What follows belongs to an exercise in optimizing a design on an open flow for a short achievable clock period and few clock cycles; a production flow would make more cautious choices. Function was checked by simulation only, so behaviour that the tests miss may differ from the original. Power figures rest on the tool's default switching activity, not on a simulated workload.

==> v1 <==
==> flow/design.v <==
`timescale 1ns/100ps
package y86_pkg;
    localparam int WORD_W = 32;                  
    localparam int INST_W = 48;                  
    localparam int REG_W  = 4;
    localparam logic [REG_W-1:0] REG_NONE = 4'hf;
    localparam logic [REG_W-1:0] REG_RSP  = 4'h4;
    typedef enum logic [3:0] {
        I_HALT   = 4'h0,
        I_NOP    = 4'h1,
        I_CMOVXX = 4'h2,
        I_IRMOVL = 4'h3,
        I_RMMOVL = 4'h4,
        I_MRMOVL = 4'h5,
        I_OPL    = 4'h6,
        I_JXX    = 4'h7,
        I_CALL   = 4'h8,
        I_RET    = 4'h9,
        I_PUSHL  = 4'ha,
        I_POPL   = 4'hb
    } icode_e;
    typedef enum logic [3:0] {
        ALU_ADD = 4'h0,
        ALU_SUB = 4'h1,
        ALU_AND = 4'h2,
        ALU_XOR = 4'h3
    } alu_fn_e;
    typedef enum logic [3:0] {
        C_ALWAYS = 4'h0,
        C_LE     = 4'h1,
        C_L      = 4'h2,
        C_E      = 4'h3,
        C_NE     = 4'h4,
        C_GE     = 4'h5,
        C_G      = 4'h6
    } cond_fn_e;
    typedef enum logic [1:0] {
        AOK = 2'd0,
        HLT = 2'd1,
        INS = 2'd2
    } stat_e;
endpackage
`timescale 1ns/100ps
`timescale 1ns/100ps
`timescale 1ns/100ps
`timescale 1ns/100ps
`timescale 1ns/100ps
`timescale 1ns/100ps
import y86_pkg::*;
module y86_core #(
    parameter int IMEM_ADDR_W = 16
) (
    input  logic                   clk,
    input  logic                   rst_n_i,
    input  logic [y86_pkg::INST_W-1:0]      imem_data_i,
    input  logic [y86_pkg::WORD_W-1:0]      dmem_rdata_i,
    input  logic [y86_pkg::REG_W-1:0]       dbg_sel_i,
    output logic [IMEM_ADDR_W-1:0] imem_addr_o,
    output logic [y86_pkg::WORD_W-1:0]      dmem_addr_o,
    output logic [y86_pkg::WORD_W-1:0]      dmem_wdata_o,
    output logic                   dmem_we_o,
    output logic                   dmem_re_o,
    output logic [IMEM_ADDR_W-1:0] pc_o,
    output logic [1:0]                  stat_o,
    output logic                   halted_o,
    output logic [y86_pkg::WORD_W-1:0]      dbg_val_o
);
    logic [15:0]       pc_q;
    logic [1:0]        stat_q;
    logic [WORD_W-1:0] regs [0:7];
    logic              zf_q, sf_q, of_q;
    logic [WORD_W-1:0] e_a;           
    logic [WORD_W-1:0] e_b;           
    logic              e_cin;         
    logic              e_logic;       
    logic              e_xor;         
    logic              e_setcc;       
    logic [WORD_W-1:0] e_wdata;       
    logic [3:0]        e_dste;        
    logic [3:0]        e_dstm;        
    logic              e_rd;
    logic              e_wr;
    logic              e_addr_b;      
    logic              e_ret;
    logic [WORD_W-1:0] e_sum;
    logic [WORD_W-1:0] e_res;
    logic              e_of;
    logic              e_zf;
    assign e_sum = e_b + e_a + {31'd0, e_cin};
    assign e_res = e_logic ? (e_xor ? (e_b ^ e_a) : (e_b & e_a)) : e_sum;
    assign e_of  = ~e_logic & (e_a[31] == e_b[31]) & (e_sum[31] != e_b[31]);
    assign e_zf  = (e_res == '0);
    logic [WORD_W-1:0] e_agu;
    assign e_agu        = e_b + e_a;
    assign dmem_addr_o  = e_addr_b ? e_b : e_agu;
    assign dmem_wdata_o = e_wdata;
    assign dmem_we_o    = rst_n_i & e_wr;
    assign dmem_re_o    = rst_n_i & e_rd;
    logic f_zf, f_sf, f_of;
    assign f_zf = e_setcc ? e_zf     : zf_q;
    assign f_sf = e_setcc ? e_res[31] : sf_q;
    assign f_of = e_setcc ? e_of     : of_q;
    logic [47:0] inst;
    logic [3:0]  icode, ifun, ra, rb;
    logic [15:0] pc_cur;
    logic        run;
    assign inst   = imem_data_i;
    assign icode  = inst[7:4];
    assign ifun   = inst[3:0];
    assign ra     = inst[15:12];
    assign rb     = inst[11:8];
    assign pc_cur = e_ret ? dmem_rdata_i[15:0] : pc_q;
    assign run    = (stat_q == AOK);
    logic is_halt, is_nop, is_cmov, is_irm, is_rmm, is_mrm, is_op, is_jxx;
    logic is_call, is_ret, is_push, is_pop, is_inv;
    assign is_halt = (icode == I_HALT);
    assign is_nop  = (icode == I_NOP);
    assign is_cmov = (icode == I_CMOVXX);
    assign is_irm  = (icode == I_IRMOVL);
    assign is_rmm  = (icode == I_RMMOVL);
    assign is_mrm  = (icode == I_MRMOVL);
    assign is_op   = (icode == I_OPL);
    assign is_jxx  = (icode == I_JXX);
    assign is_call = (icode == I_CALL);
    assign is_ret  = (icode == I_RET);
    assign is_push = (icode == I_PUSHL);
    assign is_pop  = (icode == I_POPL);
    assign is_inv  = (icode > 4'hb);
    logic stk;
    assign stk = is_call | is_ret | is_push | is_pop;
    logic lt, cnd;
    assign lt = f_sf ^ f_of;
    always_comb begin
        case (ifun)
            C_ALWAYS: cnd = 1'b1;
            C_LE:     cnd = lt | f_zf;
            C_L:      cnd = lt;
            C_E:      cnd = f_zf;
            C_NE:     cnd = ~f_zf;
            C_GE:     cnd = ~lt;
            C_G:      cnd = ~lt & ~f_zf;
            default:  cnd = 1'b0;
        endcase
    end
    function automatic logic [WORD_W-1:0] rd_reg(input logic [3:0] s);
        if (s[3])               rd_reg = 32'd0;
        else if (e_dstm == s)   rd_reg = dmem_rdata_i;
        else if (e_dste == s)   rd_reg = e_res;
        else                    rd_reg = regs[s[2:0]];
    endfunction
    logic [WORD_W-1:0] val_a, val_b, val_c;
    assign val_a = rd_reg(ra);
    assign val_b = rd_reg(stk ? REG_RSP : rb);
    assign val_c = (is_jxx | is_call) ? inst[39:8] : inst[47:16];
    logic [15:0] pc_p1, pc_p2, pc_p5, pc_p6, next_pc;
    logic [16:0] ret_addr;
    assign pc_p1    = pc_cur + 16'd1;
    assign pc_p2    = pc_cur + 16'd2;
    assign ret_addr = {1'b0, pc_cur} + 17'd5;
    assign pc_p5    = ret_addr[15:0];
    assign pc_p6    = pc_cur + 16'd6;
    always_comb begin
        case (icode)
            I_CMOVXX, I_OPL, I_PUSHL, I_POPL: next_pc = pc_p2;
            I_IRMOVL, I_RMMOVL, I_MRMOVL:     next_pc = pc_p6;
            I_JXX:                            next_pc = cnd ? val_c[15:0] : pc_p5;
            I_CALL:                           next_pc = val_c[15:0];
            default:                          next_pc = pc_p1;
        endcase
    end
    logic [WORD_W-1:0] d_a, d_b;
    logic              d_cin, d_logic, d_xor, op_ok;
    logic [3:0]        d_dste, d_dstm;
    assign op_ok = (ifun[3:2] == 2'b00);
    always_comb begin
        d_a     = val_c;
        d_b     = '0;
        d_cin   = 1'b0;
        d_logic = 1'b0;
        d_xor   = 1'b0;
        d_dste  = REG_NONE;
        d_dstm  = REG_NONE;
        if (is_cmov) begin
            d_a    = val_a;
            d_dste = cnd ? rb : REG_NONE;
        end
        if (is_irm) begin
            d_dste = rb;
        end
        if (is_rmm | is_mrm) begin
            d_b = val_b;
        end
        if (is_mrm) begin
            d_dstm = ra;
        end
        if (is_op) begin
            d_dste = rb;
            if (op_ok) begin
                d_a     = (ifun[1:0] == 2'd1) ? ~val_a : val_a;
                d_b     = val_b;
                d_cin   = (ifun[1:0] == 2'd1);
                d_logic = ifun[1];
                d_xor   = ifun[0];
            end else begin
                d_a = '0;
            end
        end
        if (stk) begin
            d_b    = val_b;
            d_a    = (is_push | is_call) ? 32'hffff_fffc : 32'd4;
            d_dste = REG_RSP;
        end
        if (is_pop) begin
            d_dstm = ra;
        end
    end
    logic issue;
    assign issue = run & ~is_halt & ~is_inv;
    always_ff @(posedge clk) begin
        if (!rst_n_i) begin
            pc_q   <= '0;
            stat_q <= AOK;
        end else if (run) begin
            if (is_inv) begin
                stat_q <= INS;
                pc_q   <= pc_cur;
            end else if (is_halt) begin
                stat_q <= HLT;
                pc_q   <= pc_cur;
            end else begin
                pc_q   <= next_pc;
            end
        end
    end
    always_ff @(posedge clk) begin
        if (!rst_n_i || !issue) begin
            e_dste  <= REG_NONE;
            e_dstm  <= REG_NONE;
            e_rd    <= 1'b0;
            e_wr    <= 1'b0;
            e_setcc <= 1'b0;
            e_ret   <= 1'b0;
        end else begin
            e_dste  <= d_dste;
            e_dstm  <= d_dstm;
            e_rd    <= is_mrm | is_pop | is_ret;
            e_wr    <= is_rmm | is_push | is_call;
            e_setcc <= is_op;
            e_ret   <= is_ret;
        end
    end
    always_ff @(posedge clk) begin
        e_a      <= d_a;
        e_b      <= d_b;
        e_cin    <= d_cin;
        e_logic  <= d_logic;
        e_xor    <= d_xor;
        e_addr_b <= is_pop | is_ret;
        e_wdata  <= is_call ? {15'd0, ret_addr} : val_a;
    end
    always_ff @(posedge clk) begin
        if (!rst_n_i) begin
            zf_q <= 1'b1;
            sf_q <= 1'b0;
            of_q <= 1'b0;
        end else if (e_setcc) begin
            zf_q <= e_zf;
            sf_q <= e_res[31];
            of_q <= e_of;
        end
    end
    always_ff @(posedge clk) begin
        if (!rst_n_i) begin
            for (int i = 0; i < 8; i++) begin
                regs[i] <= '0;
            end
        end else begin
            if (!e_dste[3]) begin
                regs[e_dste[2:0]] <= e_res;
            end
            if (!e_dstm[3]) begin
                regs[e_dstm[2:0]] <= dmem_rdata_i;    
            end
        end
    end
    logic [7:0] dbg_oh;
    always_comb begin
        dbg_oh = '0;
        for (int i = 0; i < 8; i++) dbg_oh[i] = (dbg_sel_i == 4'(i));
        dbg_val_o = '0;
        for (int i = 0; i < 8; i++) dbg_val_o = dbg_val_o | ({WORD_W{dbg_oh[i]}} & regs[i]);
    end
    assign imem_addr_o = pc_cur;
    assign pc_o        = pc_q;
    assign stat_o      = stat_q;
    assign halted_o    = (stat_q != AOK);
endmodule
==> flow/flow/run.sh <==
#!/bin/bash
set -euo pipefail
bash standard.sh SETUP_SLACK_MARGIN=7 finish > standard.log 2>&1
==> flow/standard.sh <==
#!/bin/bash
# synth_recipe.tcl (not shown) runs the flow's synth.tcl, then flattens the netlist and writes it again
# the make line also repeats each setting of config.mk as NAME=value (left out here)
make -C /OpenROAD-flow-scripts/flow DESIGN_CONFIG=/design/flow/config.mk WORK_HOME=/design/flow/orfs CLKGATE_MAP_FILE= SYNTH_SCRIPT=/design/flow/synth_recipe.tcl "${@:-finish}"
==> flow/config.mk <==
export PLATFORM = sky130hd
export DESIGN_NAME = y86_core
export DESIGN_NICKNAME = y86_core
export VERILOG_FILES = /design/flow/design.v
export SDC_FILE = /design/flow/constraint.sdc
export NUM_CORES = 4
export LEC_CHECK = 0
export ABC_CLOCK_PERIOD_IN_PS = 3000
export CAP_MARGIN = 40
export CORE_MARGIN = 2
export CORE_UTILIZATION = 40
export SLEW_MARGIN = 40
==> flow/constraint.sdc <==
create_clock -name core_clock -period 12.0 [get_ports {clk}]
set_input_delay 2.4000 -clock core_clock [delete_from_list [all_inputs] [get_ports {clk}]]
set_output_delay 2.4000 -clock core_clock [all_outputs]
set_load 0.01 [all_outputs]
==> v13 (differences from v1) <==
--- a/flow/design.v
+++ b/flow/design.v
@@ -91,7 +91,5 @@
     assign e_of  = ~e_logic & (e_a[31] == e_b[31]) & (e_sum[31] != e_b[31]);
     assign e_zf  = (e_res == '0);
-    logic [WORD_W-1:0] e_agu;
-    assign e_agu        = e_b + e_a;
-    assign dmem_addr_o  = e_addr_b ? e_b : e_agu;
+    assign dmem_addr_o  = e_addr_b ? e_b : e_res;
     assign dmem_wdata_o = e_wdata;
     assign dmem_we_o    = rst_n_i & e_wr;
@@ -284,11 +282,5 @@
         end
     end
-    logic [7:0] dbg_oh;
-    always_comb begin
-        dbg_oh = '0;
-        for (int i = 0; i < 8; i++) dbg_oh[i] = (dbg_sel_i == 4'(i));
-        dbg_val_o = '0;
-        for (int i = 0; i < 8; i++) dbg_val_o = dbg_val_o | ({WORD_W{dbg_oh[i]}} & regs[i]);
-    end
+    assign dbg_val_o   = dbg_sel_i[3] ? '0 : regs[dbg_sel_i[2:0]];
     assign imem_addr_o = pc_cur;
     assign pc_o        = pc_q;
==> flow/run.sh (new file) <==
#!/bin/bash
# synth_recipe.tcl (not shown) runs the flow's synth.tcl, then flattens the netlist and writes it again
# the make line also repeats each setting of config.mk as NAME=value (left out here)
make -C /OpenROAD-flow-scripts/flow DESIGN_CONFIG=/design/flow/config.mk WORK_HOME=/design/flow/orfs CLKGATE_MAP_FILE= SYNTH_SCRIPT=/design/flow/synth_recipe.tcl finish
Settings changed: SETUP_SLACK_MARGIN from default to 5.
removed: flow/flow/run.sh
removed: flow/standard.sh
==> v17 (differences from v1) <==
--- a/flow/design.v
+++ b/flow/design.v
@@ -91,7 +91,5 @@
     assign e_of  = ~e_logic & (e_a[31] == e_b[31]) & (e_sum[31] != e_b[31]);
     assign e_zf  = (e_res == '0);
-    logic [WORD_W-1:0] e_agu;
-    assign e_agu        = e_b + e_a;
-    assign dmem_addr_o  = e_addr_b ? e_b : e_agu;
+    assign dmem_addr_o  = e_addr_b ? e_b : e_res;
     assign dmem_wdata_o = e_wdata;
     assign dmem_we_o    = rst_n_i & e_wr;
@@ -284,11 +282,5 @@
         end
     end
-    logic [7:0] dbg_oh;
-    always_comb begin
-        dbg_oh = '0;
-        for (int i = 0; i < 8; i++) dbg_oh[i] = (dbg_sel_i == 4'(i));
-        dbg_val_o = '0;
-        for (int i = 0; i < 8; i++) dbg_val_o = dbg_val_o | ({WORD_W{dbg_oh[i]}} & regs[i]);
-    end
+    assign dbg_val_o   = dbg_sel_i[3] ? '0 : regs[dbg_sel_i[2:0]];
     assign imem_addr_o = pc_cur;
     assign pc_o        = pc_q;
==> flow/flow/run.sh (replaced) <==
#!/bin/bash
set -euo pipefail
bash standard.sh SETUP_SLACK_MARGIN=6.5 finish > standard.log 2>&1
==> qor summary <==
Highest cell delay on the worst timing path: v1 0.28 ns; v13 0.85 ns; v17 0.52 ns
Max-slew headroom at the worst pin: v1 37.7%; v13 38.3%; v17 34.8%
Mapped cell area: v1 0.0288 mm^2; v13 0.0282 mm^2; v17 0.0282 mm^2
Count of plain and timing-repair buffers: v1 616; v13 312; v17 458
Register area: v1 0.0104 mm^2; v13 0.0104 mm^2; v17 0.0104 mm^2
Final-layout worst hold slack: v1 0.534 ns; v13 0.525 ns; v17 0.546 ns
Worst Reg-to-Reg Cells: v1 27; v13 14; v17 20
Post-CTS setup buffers: v1 226; v13 0; v17 109
Number of tap cells added at floorplan: v1 950; v13 940; v17 940
Period utilization: v1 52.6%; v13 58.2%; v17 50.8%
Effective utilization at floorplan: v1 40.4%; v13 40.3%; v17 40.3%
Total Die Area: v1 0.0742 mm^2; v13 0.0726 mm^2; v17 0.0726 mm^2
Cell area reported after detailed placement: v1 0.0319 mm^2; v13 0.0312 mm^2; v17 0.0312 mm^2
Post-synthesis share of cell area spent on and, or, nand and nor gates: v1 18.2%; v13 14.7%; v17 14.7%
Switching share of power: v1 35.6%; v13 34.2%; v17 34.0%
Worst r2r src: v1 e_a[0]$_SDFF_PP0_; v13 e_logic$_SDFF_PN0_; v17 e_b[0]$_DFF_P_
Pin count of the biggest net entering global routing: v1 64; v13 65; v17 57
DRT Wirelength: v1 141000 um; v13 126000 um; v17 134000 um
Net switching component of the power: v1 0.00170 W; v13 0.00147 W; v17 0.00158 W
Setup clock skew after layout: v1 0.0550 ns; v13 0.0261 ns; v17 0.0330 ns
FMAX: v1 158 MHz; v13 143 MHz; v17 164 MHz
Status: v1 no timing/DRC/antenna violations; v13 no timing/DRC/antenna violations; v17 no timing/DRC/antenna violations
Vias in the first global route: v1 29900; v13 26400; v17 27300
Testbench counts of v1, summed over its fixed seeds: cycles 70,576.
Testbench counts of v13, summed over its fixed seeds: cycles 70,576.
Testbench counts of v17, summed over its fixed seeds: cycles 70,576.

[static timing again, ports no longer ideal]
Ports are ideal in the flow. The routed layouts listed here were re-timed in OpenROAD.
Step 1 assumes that a clkbuf_16 drives the clock port and a buf_2 every other input.
Step 2, shift: input delay + t, output delay - t, t = (earliest + latest rising clock arrival at the registers) / 2. This alone moves slack from input paths to output paths.
Slacks: ideal / step 1 / step 2; pairs: ideal / step 1.
run	t, ns	setup slack, ns	worst hold slack (ns)	worst setup path after step 2	cell pins on the clock port's net
v1	0.669	5.686 / 5.624 / 5.624	0.534 / 0.534 / 0.534	input to output	1
v13	0.668	5.017 / 4.991 / 4.991	0.525 / 0.525 / 0.525	input to output	1
v17	0.680	5.908 / 5.431 / 5.431	0.546 / 0.546 / 0.546	input to output	1
After both steps every run listed still meets setup and hold. For v17, which loses most, drivers alone change the setup slack by -0.477 ns; drivers and shift together by -0.477 ns.
